This is an optimization exercise on Yosys and OpenROAD, whose aim is small area, not a production implementation.
Function was checked by simulation only, so behaviour that the tests miss may differ from the original.
Power and IR drop assume default switching activity.

==> module dprio_resp_c3gxb, before the edit <==
module dprio_resp_c3gxb (
  input  logic        clock,
  input  logic        reset,
  input  logic [15:0] dprio_addr,
  input  logic [8:0]  quad_addr,
  input  logic [15:0] dprio_wrdata,
  input  logic        dprio_wren,
  input  logic        dprio_rden,
  input  logic        retain_addr,
  output logic        dprio_busy,
  output logic [15:0] dprio_rddata,
  output logic        protocol_err,
  output logic [7:0]  testbuses
);
  localparam logic [6:0] T_ADDR_LAST = 7'd34;
  localparam logic [6:0] T_DATA_LAST = 7'd68;
  localparam logic [6:0] T_COMPLETE  = 7'd69;
  localparam logic [6:0] T_AFTER     = 7'd70;
  logic [6:0]  tcnt;
  logic        idle, complete, req, retain_ok, in_hit;
  logic        cur_hit, cur_write, last_valid;
  logic [2:0]  cur_ch;
  logic [3:0]  cur_idx;
  logic [15:0] cur_data;           
  logic        cal_wr;
  logic [7:0]  cal_en, cal_ge;
  logic [4:0]  slot;
  logic [63:0] loop_in;
  logic        fetch;
  assign idle       = (tcnt == 7'd0) || (tcnt == T_AFTER);
  assign cal_wr     = (tcnt == T_AFTER) && cur_write && cur_hit;
  assign complete   = (tcnt == T_COMPLETE);
  assign req        = dprio_wren | dprio_rden;
  assign retain_ok  = dprio_wren & retain_addr & last_valid;
  assign dprio_busy = !idle && !complete;
  assign in_hit     = (dprio_addr[15:14] == 2'b00) && !quad_addr[8] &&
                      (dprio_addr[11:4] == WIN_BASE) && (quad_addr[7:1] == 7'd0);
  always_ff @(posedge clock) begin
    if (reset)          tcnt <= 7'd0;
    else if (idle)      tcnt <= !req ? 7'd0 : retain_ok ? T_ADDR_LAST + 7'd1 : 7'd1;
    else                tcnt <= tcnt + 7'd1;
  end
  assign fetch = dprio_busy && !cur_write && (slot == {cur_ch[0], cur_idx});
  always_ff @(posedge clock) begin
    if (reset) begin
      last_valid   <= 1'b0;
      cur_write    <= 1'b0;
      dprio_rddata <= '0;
      protocol_err <= 1'b0;
    end else begin
      protocol_err <= idle ? (dprio_wren && (dprio_rden || (retain_addr && !last_valid))) : req;
      if (idle && req) cur_write <= dprio_wren;
      if (tcnt == T_ADDR_LAST) last_valid <= 1'b1;
      if (tcnt == T_DATA_LAST && !cur_write)
        dprio_rddata <= cur_hit ? cur_data : 16'h0000;
    end
  end
  always_ff @(posedge clock) begin
    if (idle && req) begin
      cur_data <= dprio_wrdata;
      if (!retain_ok) begin
        cur_hit <= in_hit;
        cur_ch  <= {quad_addr[0], dprio_addr[13:12]};
        cur_idx <= dprio_addr[3:0];
      end
    end else if (fetch) begin
      cur_data <= loop_in[16*cur_ch[2:1] +: 16];
    end
  end
  always_ff @(posedge clock) begin
    if (reset) begin
      cal_en <= '0;
      cal_ge <= '0;
    end else if (cal_wr) begin
      if (cur_idx == REG_C01) cal_ge[cur_ch] <= (cur_data[CAL_MSB:CAL_LSB] >= 8'h30);
      if (cur_idx == REG_C02) cal_en[cur_ch] <= cur_data[CAL_EN_BIT];
    end
  end
  assign testbuses = cal_en & cal_ge;
  dprio_resp_regbank u_regbank (
    .clock   (clock),
    .reset   (reset),
    .wr_en   (cur_write && cur_hit),
    .wr_bank (cur_ch[2:1]),
    .wr_slot ({cur_ch[0], cur_idx}),
    .wr_data (cur_data),
    .slot    (slot),
    .loop_in (loop_in)
  );
endmodule
==> flow/config.mk <==
export PLATFORM = sky130hd
export DESIGN_NAME = dprio_resp_top
export DESIGN_NICKNAME = dprio_resp_top
export VERILOG_FILES = /design/flow/design.v
export SDC_FILE = /design/flow/constraint.sdc
export NUM_CORES = 4
export LEC_CHECK = 0
export CAP_MARGIN = 20
export CORE_MARGIN = 2
export CORE_UTILIZATION = 40
export CTS_BUF_LIST = sky130_fd_sc_hd__clkbuf_8
export CTS_CLUSTER_DIAMETER = 50
export CTS_CLUSTER_SIZE = 20
export SLEW_MARGIN = 20
==> flow/constraint.sdc <==
create_clock -name core_clock -period 8.0 [get_ports {clock}]
set_input_delay 1.6000 -clock core_clock [delete_from_list [all_inputs] [get_ports {clock}]]
set_output_delay 1.6000 -clock core_clock [all_outputs]
set_load 0.01 [all_outputs]
standard.sh (not shown) runs the stock make flow with config.mk's settings and CLKGATE_MAP_FILE= SYNTH_SCRIPT=/design/flow/synth_recipe.tcl, a recipe that flattens the netlist after the stock synthesis.
==> flow/flow/run.sh <==
#!/bin/bash
set -euo pipefail
export BUFFER_PORTS_ARGS="-buffer_cell sky130_fd_sc_hd__buf_1"
export CTS_ARGS="-sink_clustering_enable -repair_clock_nets -buf_list sky130_fd_sc_hd__clkbuf_8 -sink_clustering_size 22 -sink_clustering_max_diameter 50 -dont_use_dummy_load"
bash standard.sh > standard.log 2>&1
Edit:
--- a/flow/design.v
+++ b/flow/design.v
@@ -71,11 +71,10 @@
   output logic [7:0]  testbuses
 );
   localparam logic [6:0] T_ADDR_LAST = 7'd34;
   localparam logic [6:0] T_DATA_LAST = 7'd68;
   localparam logic [6:0] T_COMPLETE  = 7'd69;
-  localparam logic [6:0] T_AFTER     = 7'd70;
   logic [6:0]  tcnt;
   logic        idle, complete, req, retain_ok, in_hit;
   logic        cur_hit, cur_write, last_valid;
   logic [2:0]  cur_ch;
   logic [3:0]  cur_idx;
@@ -83,36 +82,38 @@
   logic        cal_wr;
   logic [7:0]  cal_en, cal_ge;
   logic [4:0]  slot;
   logic [63:0] loop_in;
   logic        fetch;
-  assign idle       = (tcnt == 7'd0) || (tcnt == T_AFTER);
-  assign cal_wr     = (tcnt == T_AFTER) && cur_write && cur_hit;
+  assign idle       = (tcnt == 7'd0);
   assign complete   = (tcnt == T_COMPLETE);
   assign req        = dprio_wren | dprio_rden;
   assign retain_ok  = dprio_wren & retain_addr & last_valid;
   assign dprio_busy = !idle && !complete;
   assign in_hit     = (dprio_addr[15:14] == 2'b00) && !quad_addr[8] &&
                       (dprio_addr[11:4] == WIN_BASE) && (quad_addr[7:1] == 7'd0);
   always_ff @(posedge clock) begin
     if (reset)          tcnt <= 7'd0;
     else if (idle)      tcnt <= !req ? 7'd0 : retain_ok ? T_ADDR_LAST + 7'd1 : 7'd1;
+    else if (complete)  tcnt <= 7'd0;
     else                tcnt <= tcnt + 7'd1;
   end
   assign fetch = dprio_busy && !cur_write && (slot == {cur_ch[0], cur_idx});
   always_ff @(posedge clock) begin
     if (reset) begin
       last_valid   <= 1'b0;
       cur_write    <= 1'b0;
       dprio_rddata <= '0;
       protocol_err <= 1'b0;
+      cal_wr       <= 1'b0;
     end else begin
       protocol_err <= idle ? (dprio_wren && (dprio_rden || (retain_addr && !last_valid))) : req;
       if (idle && req) cur_write <= dprio_wren;
       if (tcnt == T_ADDR_LAST) last_valid <= 1'b1;
       if (tcnt == T_DATA_LAST && !cur_write)
         dprio_rddata <= cur_hit ? cur_data : 16'h0000;
+      cal_wr <= complete && cur_write && cur_hit;
     end
   end
   always_ff @(posedge clock) begin
     if (idle && req) begin
       cur_data <= dprio_wrdata;
Hold slack gets worse by 0.011 ns.
Global-route usage came out higher by 0.22 points.
Worst setup slack gains 0.23 ns.
First-iteration DRC count grows by 4.3%.
Clock power decreases by about 2%.
Cell count went up by 1.5%.
Final area hardly moves.


Starting RTL as in the previous note.
==> module dprio_resp_regbank, before the edit <==
module dprio_resp_regbank (
  input  logic        clock,
  input  logic        reset,
  input  logic        wr_en,       
  input  logic [1:0]  wr_bank,
  input  logic [4:0]  wr_slot,
  input  logic [15:0] wr_data,
  output logic [4:0]  slot,        
  output logic [63:0] loop_in      
);
  logic         clearing, wr_slot_now;
  logic [15:0]  new_word;
  logic [3:0]   replace;
  logic [511:0] sr0, sr1, sr2, sr3;
  always_ff @(posedge clock) begin
    if (reset) begin
      slot     <= '0;
      clearing <= 1'b1;
    end else begin
      slot     <= slot + 5'd1;
      if (slot == 5'd31) clearing <= 1'b0;
    end
  end
  assign wr_slot_now = wr_en && (slot == wr_slot);
  assign new_word    = clearing ? ((slot[3:0] == 4'd2) ? 16'h0004 : 16'h0000) : wr_data;
  always_comb begin
    for (int b = 0; b < 4; b++)
      replace[b] = clearing || (wr_slot_now && wr_bank == 2'(b));
  end
  assign loop_in[15:0]  = replace[0] ? new_word : sr0[511:496];
  assign loop_in[31:16] = replace[1] ? new_word : sr1[511:496];
  assign loop_in[47:32] = replace[2] ? new_word : sr2[511:496];
  assign loop_in[63:48] = replace[3] ? new_word : sr3[511:496];
  always_ff @(posedge clock) begin
    sr0 <= {sr0[495:0], loop_in[15:0]};
    sr1 <= {sr1[495:0], loop_in[31:16]};
    sr2 <= {sr2[495:0], loop_in[47:32]};
    sr3 <= {sr3[495:0], loop_in[63:48]};
  end
endmodule
Settings: LEC_CHECK=0, CAP_MARGIN=20, CORE_MARGIN=2, CORE_UTILIZATION=40, CTS_BUF_LIST=sky130_fd_sc_hd__clkbuf_8, CTS_CLUSTER_DIAMETER=50, CTS_CLUSTER_SIZE=20, SLEW_MARGIN=20; clock period 8.0 ns.
==> flow/flow/run.sh <==
#!/bin/bash
set -euo pipefail
here=$(pwd)
export BUFFER_PORTS_ARGS="-buffer_cell sky130_fd_sc_hd__buf_1"
export CTS_ARGS="-sink_clustering_enable -repair_clock_nets -buf_list sky130_fd_sc_hd__clkbuf_8 -sink_clustering_size 22 -sink_clustering_max_diameter 50 -dont_use_dummy_load"
rm -rf "$here/synth_scripts"
cp -r "$FLOW_HOME/scripts" "$here/synth_scripts"
cp "$here/flow/abc_area_map.script" "$here/synth_scripts/abc_speed.script"
bash standard.sh SCRIPTS_DIR="$here/synth_scripts" synth > synth.log 2>&1
bash standard.sh > standard.log 2>&1
==> flow/flow/abc_area_map.script <==
strash
dc2
dch -f
map -a
strash
dc2
dch -f
map -a
strash
dch -f
map -a
topo
stime -c
Edit:
--- a/flow/design.v
+++ b/flow/design.v
@@ -33,10 +33,10 @@
     if (reset) begin
       slot     <= '0;
       clearing <= 1'b1;
     end else begin
-      slot     <= slot + 5'd1;
-      if (slot == 5'd31) clearing <= 1'b0;
+      slot     <= {slot[3:0], slot[4] ^ slot[2] ^ (slot[3:0] == 4'd0)};
+      if (slot == 5'd16) clearing <= 1'b0;    
     end
   end
   assign wr_slot_now = wr_en && (slot == wr_slot);
   assign new_word    = clearing ? ((slot[3:0] == 4'd2) ? 16'h0004 : 16'h0000) : wr_data;
@@ -69,22 +69,24 @@
   output logic [15:0] dprio_rddata,
   output logic        protocol_err,
   output logic [7:0]  testbuses
 );
-  localparam logic [6:0] T_ADDR_LAST = 7'd34;
-  localparam logic [6:0] T_DATA_LAST = 7'd68;
-  localparam logic [6:0] T_COMPLETE  = 7'd69;
-  localparam logic [6:0] T_AFTER     = 7'd70;
+  localparam logic [6:0] T_ADDR_FIRST = 7'd1;
+  localparam logic [6:0] T_ADDR_LAST  = 7'd44;
+  localparam logic [6:0] T_DATA_FIRST = 7'd89;
+  localparam logic [6:0] T_DATA_LAST  = 7'd19;
+  localparam logic [6:0] T_COMPLETE   = 7'd38;
+  localparam logic [6:0] T_AFTER      = 7'd77;
   logic [6:0]  tcnt;
   logic        idle, complete, req, retain_ok, in_hit;
   logic        cur_hit, cur_write, last_valid;
   logic [2:0]  cur_ch;
   logic [3:0]  cur_idx;
   logic [15:0] cur_data;           
-  logic        cal_wr;
-  logic [7:0]  cal_en, cal_ge;
+  logic        cal_wr, other_fetch, other_cal;
   logic [4:0]  slot;
   logic [63:0] loop_in;
+  logic [15:0] rd_word;
   logic        fetch;
   assign idle       = (tcnt == 7'd0) || (tcnt == T_AFTER);
   assign cal_wr     = (tcnt == T_AFTER) && cur_write && cur_hit;
   assign complete   = (tcnt == T_COMPLETE);
@@ -94,12 +96,13 @@
   assign in_hit     = (dprio_addr[15:14] == 2'b00) && !quad_addr[8] &&
                       (dprio_addr[11:4] == WIN_BASE) && (quad_addr[7:1] == 7'd0);
   always_ff @(posedge clock) begin
     if (reset)          tcnt <= 7'd0;
-    else if (idle)      tcnt <= !req ? 7'd0 : retain_ok ? T_ADDR_LAST + 7'd1 : 7'd1;
-    else                tcnt <= tcnt + 7'd1;
+    else if (idle)      tcnt <= !req ? 7'd0 : retain_ok ? T_DATA_FIRST : T_ADDR_FIRST;
+    else                tcnt <= {tcnt[5:0], tcnt[6] ^ tcnt[5]};
   end
-  assign fetch = dprio_busy && !cur_write && (slot == {cur_ch[0], cur_idx});
+  assign rd_word = loop_in[16*cur_ch[2:1] +: 16];
+  assign fetch   = dprio_busy && !cur_write && (slot == {cur_ch[0], cur_idx});
   always_ff @(posedge clock) begin
     if (reset) begin
       last_valid   <= 1'b0;
       cur_write    <= 1'b0;
@@ -121,21 +124,26 @@
         cur_ch  <= {quad_addr[0], dprio_addr[13:12]};
         cur_idx <= dprio_addr[3:0];
       end
     end else if (fetch) begin
-      cur_data <= loop_in[16*cur_ch[2:1] +: 16];
+      cur_data <= rd_word;
     end
+  end
+  assign other_fetch = !idle && cur_write && (slot == {cur_ch[0], cur_idx[3:2], cur_idx[0], cur_idx[1]});
+  always_ff @(posedge clock) begin
+    if (other_fetch)
+      other_cal <= cur_idx[0] ? rd_word[CAL_EN_BIT] : (rd_word[CAL_MSB:CAL_LSB] >= 8'h30);
   end
   always_ff @(posedge clock) begin
     if (reset) begin
-      cal_en <= '0;
-      cal_ge <= '0;
+      testbuses <= '0;
     end else if (cal_wr) begin
-      if (cur_idx == REG_C01) cal_ge[cur_ch] <= (cur_data[CAL_MSB:CAL_LSB] >= 8'h30);
-      if (cur_idx == REG_C02) cal_en[cur_ch] <= cur_data[CAL_EN_BIT];
+      if (cur_idx == REG_C01)
+        testbuses[cur_ch] <= (cur_data[CAL_MSB:CAL_LSB] >= 8'h30) && other_cal;
+      if (cur_idx == REG_C02)
+        testbuses[cur_ch] <= cur_data[CAL_EN_BIT] && other_cal;
     end
   end
-  assign testbuses = cal_en & cal_ge;
   dprio_resp_regbank u_regbank (
     .clock   (clock),
     .reset   (reset),
     .wr_en   (cur_write && cur_hit),
Outcome:
- first-iteration DRC count went down slightly
- clock power went up by a few percent
- clock skew went down by 27 ps
- synthesized cell count went down slightly
- clock-buffer cell count went up by 13
- total power went down slightly
- maximum frequency went up by roughly a tenth
- die area went down slightly
- cell area went down slightly


garnet:
The RTL this note starts from:
==> flow/design.v <==
package dprio_c3gxb_pkg;
  typedef enum logic [1:0] {
    IDLE,
    ADDR_FRAME,
    DATA_FRAME,
    COMPLETE
  } state_t;
  localparam logic [7:0] WIN_BASE   = 8'hC0;
  localparam logic [3:0] REG_C01    = 4'd1;
  localparam logic [3:0] REG_C02    = 4'd2;
  localparam int         CAL_MSB    = 10;
  localparam int         CAL_LSB    = 3;
  localparam int         CAL_EN_BIT = 6;
  function automatic int ch_width(input int n);
    ch_width = (n > 1) ? $clog2(n) : 1;
  endfunction
endpackage
module dprio_resp_regbank (
  input  logic        clock,
  input  logic        reset,
  input  logic        wr_en,       
  input  logic [1:0]  wr_bank,
  input  logic [4:0]  wr_slot,
  input  logic [15:0] wr_data,
  output logic [4:0]  slot,        
  output logic [63:0] loop_in      
);
  logic         clearing, wr_slot_now;
  logic [15:0]  new_word;
  logic [3:0]   replace;
  logic [511:0] sr0, sr1, sr2, sr3;
  always_ff @(posedge clock) begin
    if (reset) begin
      slot     <= '0;
      clearing <= 1'b1;
    end else begin
      slot     <= {slot[3:0], slot[4] ^ slot[2] ^ (slot[3:0] == 4'd0)};
      if (slot == 5'd16) clearing <= 1'b0;    
    end
  end
  assign wr_slot_now = wr_en && (slot == wr_slot);
  assign new_word    = clearing ? ((slot[3:0] == 4'd2) ? 16'h0004 : 16'h0000) : wr_data;
  always_comb begin
    for (int b = 0; b < 4; b++)
      replace[b] = clearing || (wr_slot_now && wr_bank == 2'(b));
  end
  assign loop_in[15:0]  = replace[0] ? new_word : sr0[511:496];
  assign loop_in[31:16] = replace[1] ? new_word : sr1[511:496];
  assign loop_in[47:32] = replace[2] ? new_word : sr2[511:496];
  assign loop_in[63:48] = replace[3] ? new_word : sr3[511:496];
  always_ff @(posedge clock) begin
    sr0 <= {sr0[495:0], loop_in[15:0]};
    sr1 <= {sr1[495:0], loop_in[31:16]};
    sr2 <= {sr2[495:0], loop_in[47:32]};
    sr3 <= {sr3[495:0], loop_in[63:48]};
  end
endmodule
import dprio_c3gxb_pkg::*;
module dprio_resp_c3gxb (
  input  logic        clock,
  input  logic        reset,
  input  logic [15:0] dprio_addr,
  input  logic [8:0]  quad_addr,
  input  logic [15:0] dprio_wrdata,
  input  logic        dprio_wren,
  input  logic        dprio_rden,
  input  logic        retain_addr,
  output logic        dprio_busy,
  output logic [15:0] dprio_rddata,
  output logic        protocol_err,
  output logic [7:0]  testbuses
);
  localparam logic [6:0] T_ADDR_FIRST = 7'd1;
  localparam logic [6:0] T_ADDR_LAST  = 7'd44;
  localparam logic [6:0] T_DATA_FIRST = 7'd89;
  localparam logic [6:0] T_DATA_LAST  = 7'd19;
  localparam logic [6:0] T_COMPLETE   = 7'd38;
  localparam logic [6:0] T_AFTER      = 7'd77;
  logic [6:0]  tcnt;
  logic        idle, complete, req, retain_ok, in_hit;
  logic        cur_hit, cur_write, last_valid;
  logic [2:0]  cur_ch;
  logic [3:0]  cur_idx;
  logic [15:0] cur_data;           
  logic        cal_wr, other_fetch, other_cal;
  logic [4:0]  slot;
  logic [63:0] loop_in;
  logic [15:0] rd_word;
  logic        fetch;
  assign idle       = (tcnt == 7'd0) || (tcnt == T_AFTER);
  assign cal_wr     = (tcnt == T_AFTER) && cur_write && cur_hit;
  assign complete   = (tcnt == T_COMPLETE);
  assign req        = dprio_wren | dprio_rden;
  assign retain_ok  = dprio_wren & retain_addr & last_valid;
  assign dprio_busy = !idle && !complete;
  assign in_hit     = (dprio_addr[15:14] == 2'b00) && !quad_addr[8] &&
                      (dprio_addr[11:4] == WIN_BASE) && (quad_addr[7:1] == 7'd0);
  always_ff @(posedge clock) begin
    if (reset)          tcnt <= 7'd0;
    else if (idle)      tcnt <= !req ? 7'd0 : retain_ok ? T_DATA_FIRST : T_ADDR_FIRST;
    else                tcnt <= {tcnt[5:0], tcnt[6] ^ tcnt[5]};
  end
  assign rd_word = loop_in[16*cur_ch[2:1] +: 16];
  assign fetch   = dprio_busy && !cur_write && (slot == {cur_ch[0], cur_idx});
  always_ff @(posedge clock) begin
    if (reset) begin
      last_valid   <= 1'b0;
      cur_write    <= 1'b0;
      dprio_rddata <= '0;
      protocol_err <= 1'b0;
    end else begin
      protocol_err <= idle ? (dprio_wren && (dprio_rden || (retain_addr && !last_valid))) : req;
      if (idle && req) cur_write <= dprio_wren;
      if (tcnt == T_ADDR_LAST) last_valid <= 1'b1;
      if (tcnt == T_DATA_LAST && !cur_write)
        dprio_rddata <= cur_hit ? cur_data : 16'h0000;
    end
  end
  always_ff @(posedge clock) begin
    if (idle && req) begin
      cur_data <= dprio_wrdata;
      if (!retain_ok) begin
        cur_hit <= in_hit;
        cur_ch  <= {quad_addr[0], dprio_addr[13:12]};
        cur_idx <= dprio_addr[3:0];
      end
    end else if (fetch) begin
      cur_data <= rd_word;
    end
  end
  assign other_fetch = !idle && cur_write && (slot == {cur_ch[0], cur_idx[3:2], cur_idx[0], cur_idx[1]});
  always_ff @(posedge clock) begin
    if (other_fetch)
      other_cal <= cur_idx[0] ? rd_word[CAL_EN_BIT] : (rd_word[CAL_MSB:CAL_LSB] >= 8'h30);
  end
  always_ff @(posedge clock) begin
    if (reset) begin
      testbuses <= '0;
    end else if (cal_wr) begin
      if (cur_idx == REG_C01)
        testbuses[cur_ch] <= (cur_data[CAL_MSB:CAL_LSB] >= 8'h30) && other_cal;
      if (cur_idx == REG_C02)
        testbuses[cur_ch] <= cur_data[CAL_EN_BIT] && other_cal;
    end
  end
  dprio_resp_regbank u_regbank (
    .clock   (clock),
    .reset   (reset),
    .wr_en   (cur_write && cur_hit),
    .wr_bank (cur_ch[2:1]),
    .wr_slot ({cur_ch[0], cur_idx}),
    .wr_data (cur_data),
    .slot    (slot),
    .loop_in (loop_in)
  );
endmodule
module dprio_resp_top (
  input  logic        clock,
  input  logic        reset,
  input  logic [15:0] dprio_addr,
  input  logic [8:0]  quad_addr,
  input  logic [15:0] dprio_wrdata,
  input  logic        dprio_wren,
  input  logic        dprio_rden,
  input  logic        retain_addr,
  output logic        dprio_busy,
  output logic [15:0] dprio_rddata,
  output logic        protocol_err,
  output logic [7:0]  testbuses
);
  dprio_resp_c3gxb u_resp (
    .clock        (clock),
    .reset        (reset),
    .dprio_addr   (dprio_addr),
    .quad_addr    (quad_addr),
    .dprio_wrdata (dprio_wrdata),
    .dprio_wren   (dprio_wren),
    .dprio_rden   (dprio_rden),
    .retain_addr  (retain_addr),
    .dprio_busy   (dprio_busy),
    .dprio_rddata (dprio_rddata),
    .protocol_err (protocol_err),
    .testbuses    (testbuses)
  );
endmodule
Settings: LEC_CHECK=0, CAP_MARGIN=20, CORE_MARGIN=2, CORE_UTILIZATION=40, CTS_BUF_LIST=sky130_fd_sc_hd__clkbuf_8, CTS_CLUSTER_DIAMETER=50, CTS_CLUSTER_SIZE=22, PLACE_DENSITY=0.75, SLEW_MARGIN=20; clock period 8.0 ns.
Scripts as last shown in full above: flow/flow/run.sh, flow/flow/abc_area_map.script
Relative to garnet, the following input files were edited for nickel:
--- a/flow/design.v
+++ b/flow/design.v
@@ -35,6 +35,6 @@
       clearing <= 1'b1;
     end else begin
-      slot     <= {slot[3:0], slot[4] ^ slot[2] ^ (slot[3:0] == 4'd0)};
-      if (slot == 5'd16) clearing <= 1'b0;    
+      slot     <= slot + 5'd1;
+      if (slot == 5'd31) clearing <= 1'b0;
     end
   end
@@ -71,10 +71,8 @@
   output logic [7:0]  testbuses
 );
-  localparam logic [6:0] T_ADDR_FIRST = 7'd1;
-  localparam logic [6:0] T_ADDR_LAST  = 7'd44;
-  localparam logic [6:0] T_DATA_FIRST = 7'd89;
-  localparam logic [6:0] T_DATA_LAST  = 7'd19;
-  localparam logic [6:0] T_COMPLETE   = 7'd38;
-  localparam logic [6:0] T_AFTER      = 7'd77;
+  localparam logic [6:0] T_ADDR_LAST = 7'd34;
+  localparam logic [6:0] T_DATA_LAST = 7'd68;
+  localparam logic [6:0] T_COMPLETE  = 7'd69;
+  localparam logic [6:0] T_AFTER     = 7'd70;
   logic [6:0]  tcnt;
   logic        idle, complete, req, retain_ok, in_hit;
@@ -83,8 +81,8 @@
   logic [3:0]  cur_idx;
   logic [15:0] cur_data;           
-  logic        cal_wr, other_fetch, other_cal;
+  logic        cal_wr;
+  logic [7:0]  cal_en, cal_ge;
   logic [4:0]  slot;
   logic [63:0] loop_in;
-  logic [15:0] rd_word;
   logic        fetch;
   assign idle       = (tcnt == 7'd0) || (tcnt == T_AFTER);
@@ -98,9 +96,8 @@
   always_ff @(posedge clock) begin
     if (reset)          tcnt <= 7'd0;
-    else if (idle)      tcnt <= !req ? 7'd0 : retain_ok ? T_DATA_FIRST : T_ADDR_FIRST;
-    else                tcnt <= {tcnt[5:0], tcnt[6] ^ tcnt[5]};
+    else if (idle)      tcnt <= !req ? 7'd0 : retain_ok ? T_ADDR_LAST + 7'd1 : 7'd1;
+    else                tcnt <= tcnt + 7'd1;
   end
-  assign rd_word = loop_in[16*cur_ch[2:1] +: 16];
-  assign fetch   = dprio_busy && !cur_write && (slot == {cur_ch[0], cur_idx});
+  assign fetch = dprio_busy && !cur_write && (slot == {cur_ch[0], cur_idx});
   always_ff @(posedge clock) begin
     if (reset) begin
@@ -126,22 +123,17 @@
       end
     end else if (fetch) begin
-      cur_data <= rd_word;
+      cur_data <= loop_in[16*cur_ch[2:1] +: 16];
     end
-  end
-  assign other_fetch = !idle && cur_write && (slot == {cur_ch[0], cur_idx[3:2], cur_idx[0], cur_idx[1]});
-  always_ff @(posedge clock) begin
-    if (other_fetch)
-      other_cal <= cur_idx[0] ? rd_word[CAL_EN_BIT] : (rd_word[CAL_MSB:CAL_LSB] >= 8'h30);
   end
   always_ff @(posedge clock) begin
     if (reset) begin
-      testbuses <= '0;
+      cal_en <= '0;
+      cal_ge <= '0;
     end else if (cal_wr) begin
-      if (cur_idx == REG_C01)
-        testbuses[cur_ch] <= (cur_data[CAL_MSB:CAL_LSB] >= 8'h30) && other_cal;
-      if (cur_idx == REG_C02)
-        testbuses[cur_ch] <= cur_data[CAL_EN_BIT] && other_cal;
+      if (cur_idx == REG_C01) cal_ge[cur_ch] <= (cur_data[CAL_MSB:CAL_LSB] >= 8'h30);
+      if (cur_idx == REG_C02) cal_en[cur_ch] <= cur_data[CAL_EN_BIT];
     end
   end
+  assign testbuses = cal_en & cal_ge;
   dprio_resp_regbank u_regbank (
     .clock   (clock),
Results
- nickel closes out successfully: all stages finished, all timing, DRC and antenna checks passed.
- Cmp garnet and nickel / headroom to the max-slew limit / higher: garnet
- On row count: between garnet and nickel, it ends up higher for nickel.
- Number of max-slew violations in the final report came out exactly the same in garnet and nickel.
- nickel carries more flip-flops than garnet.
- Area: nickel vs garnet -> nickel larger

[separate check: timing with driven ports]
No port has a modelled driver above. Below, the same layouts with a new extraction and two added sets of constraints.
Step 1 sets driving cells, clkbuf_16 on the clock port and buf_2 on the other inputs (assumed; they add their load-dependent delay and slew).
Step 2 adds t to the input delays and takes it off the output delays; t is the mean of the earliest and latest rising clock arrival at the registers after step 1. Input paths then give back, and output paths get back, about the clock's delay inside the block.
a / b / c = no drivers / after step 1 / after step 2; a / b = the first two.
| run | t (ns) | setup slack, ns | worst hold slack (ns) | worst setup path at the end | worst register clock-pin slew, ns |
|---|---|---|---|---|---|
| the first run of note 1 | 0.802 | 3.946 / 3.885 / 4.406 | 0.255 / 0.255 / 0.255 | input to register | 0.12 / 0.12 |
| the second run of note 1 | 0.782 | 4.173 / 4.112 / 4.392 | 0.244 / 0.244 / 0.244 | register to register | 0.12 / 0.12 |
| the first run of note 2 | 0.789 | 4.016 / 3.945 / 4.422 | 0.247 / 0.247 / 0.247 | register to register | 0.12 / 0.12 |
| the second run of note 2 | 0.831 | 4.358 / 4.293 / 3.697 | 0.236 / 0.236 / 0.236 | input to register | 0.12 / 0.12 |
| garnet | 0.763 | 4.355 / 4.290 / 3.807 | 0.239 / 0.239 / 0.239 | input to register | 0.12 / 0.12 |
| nickel | 0.774 | 3.954 / 3.893 / 4.091 | 0.247 / 0.247 / 0.247 | input to register | 0.12 / 0.12 |
After both steps setup and hold are still met in every run listed. For the second run of note 2, which loses most, drivers alone change the setup slack by -0.065 ns; drivers and shift together by -0.661 ns.
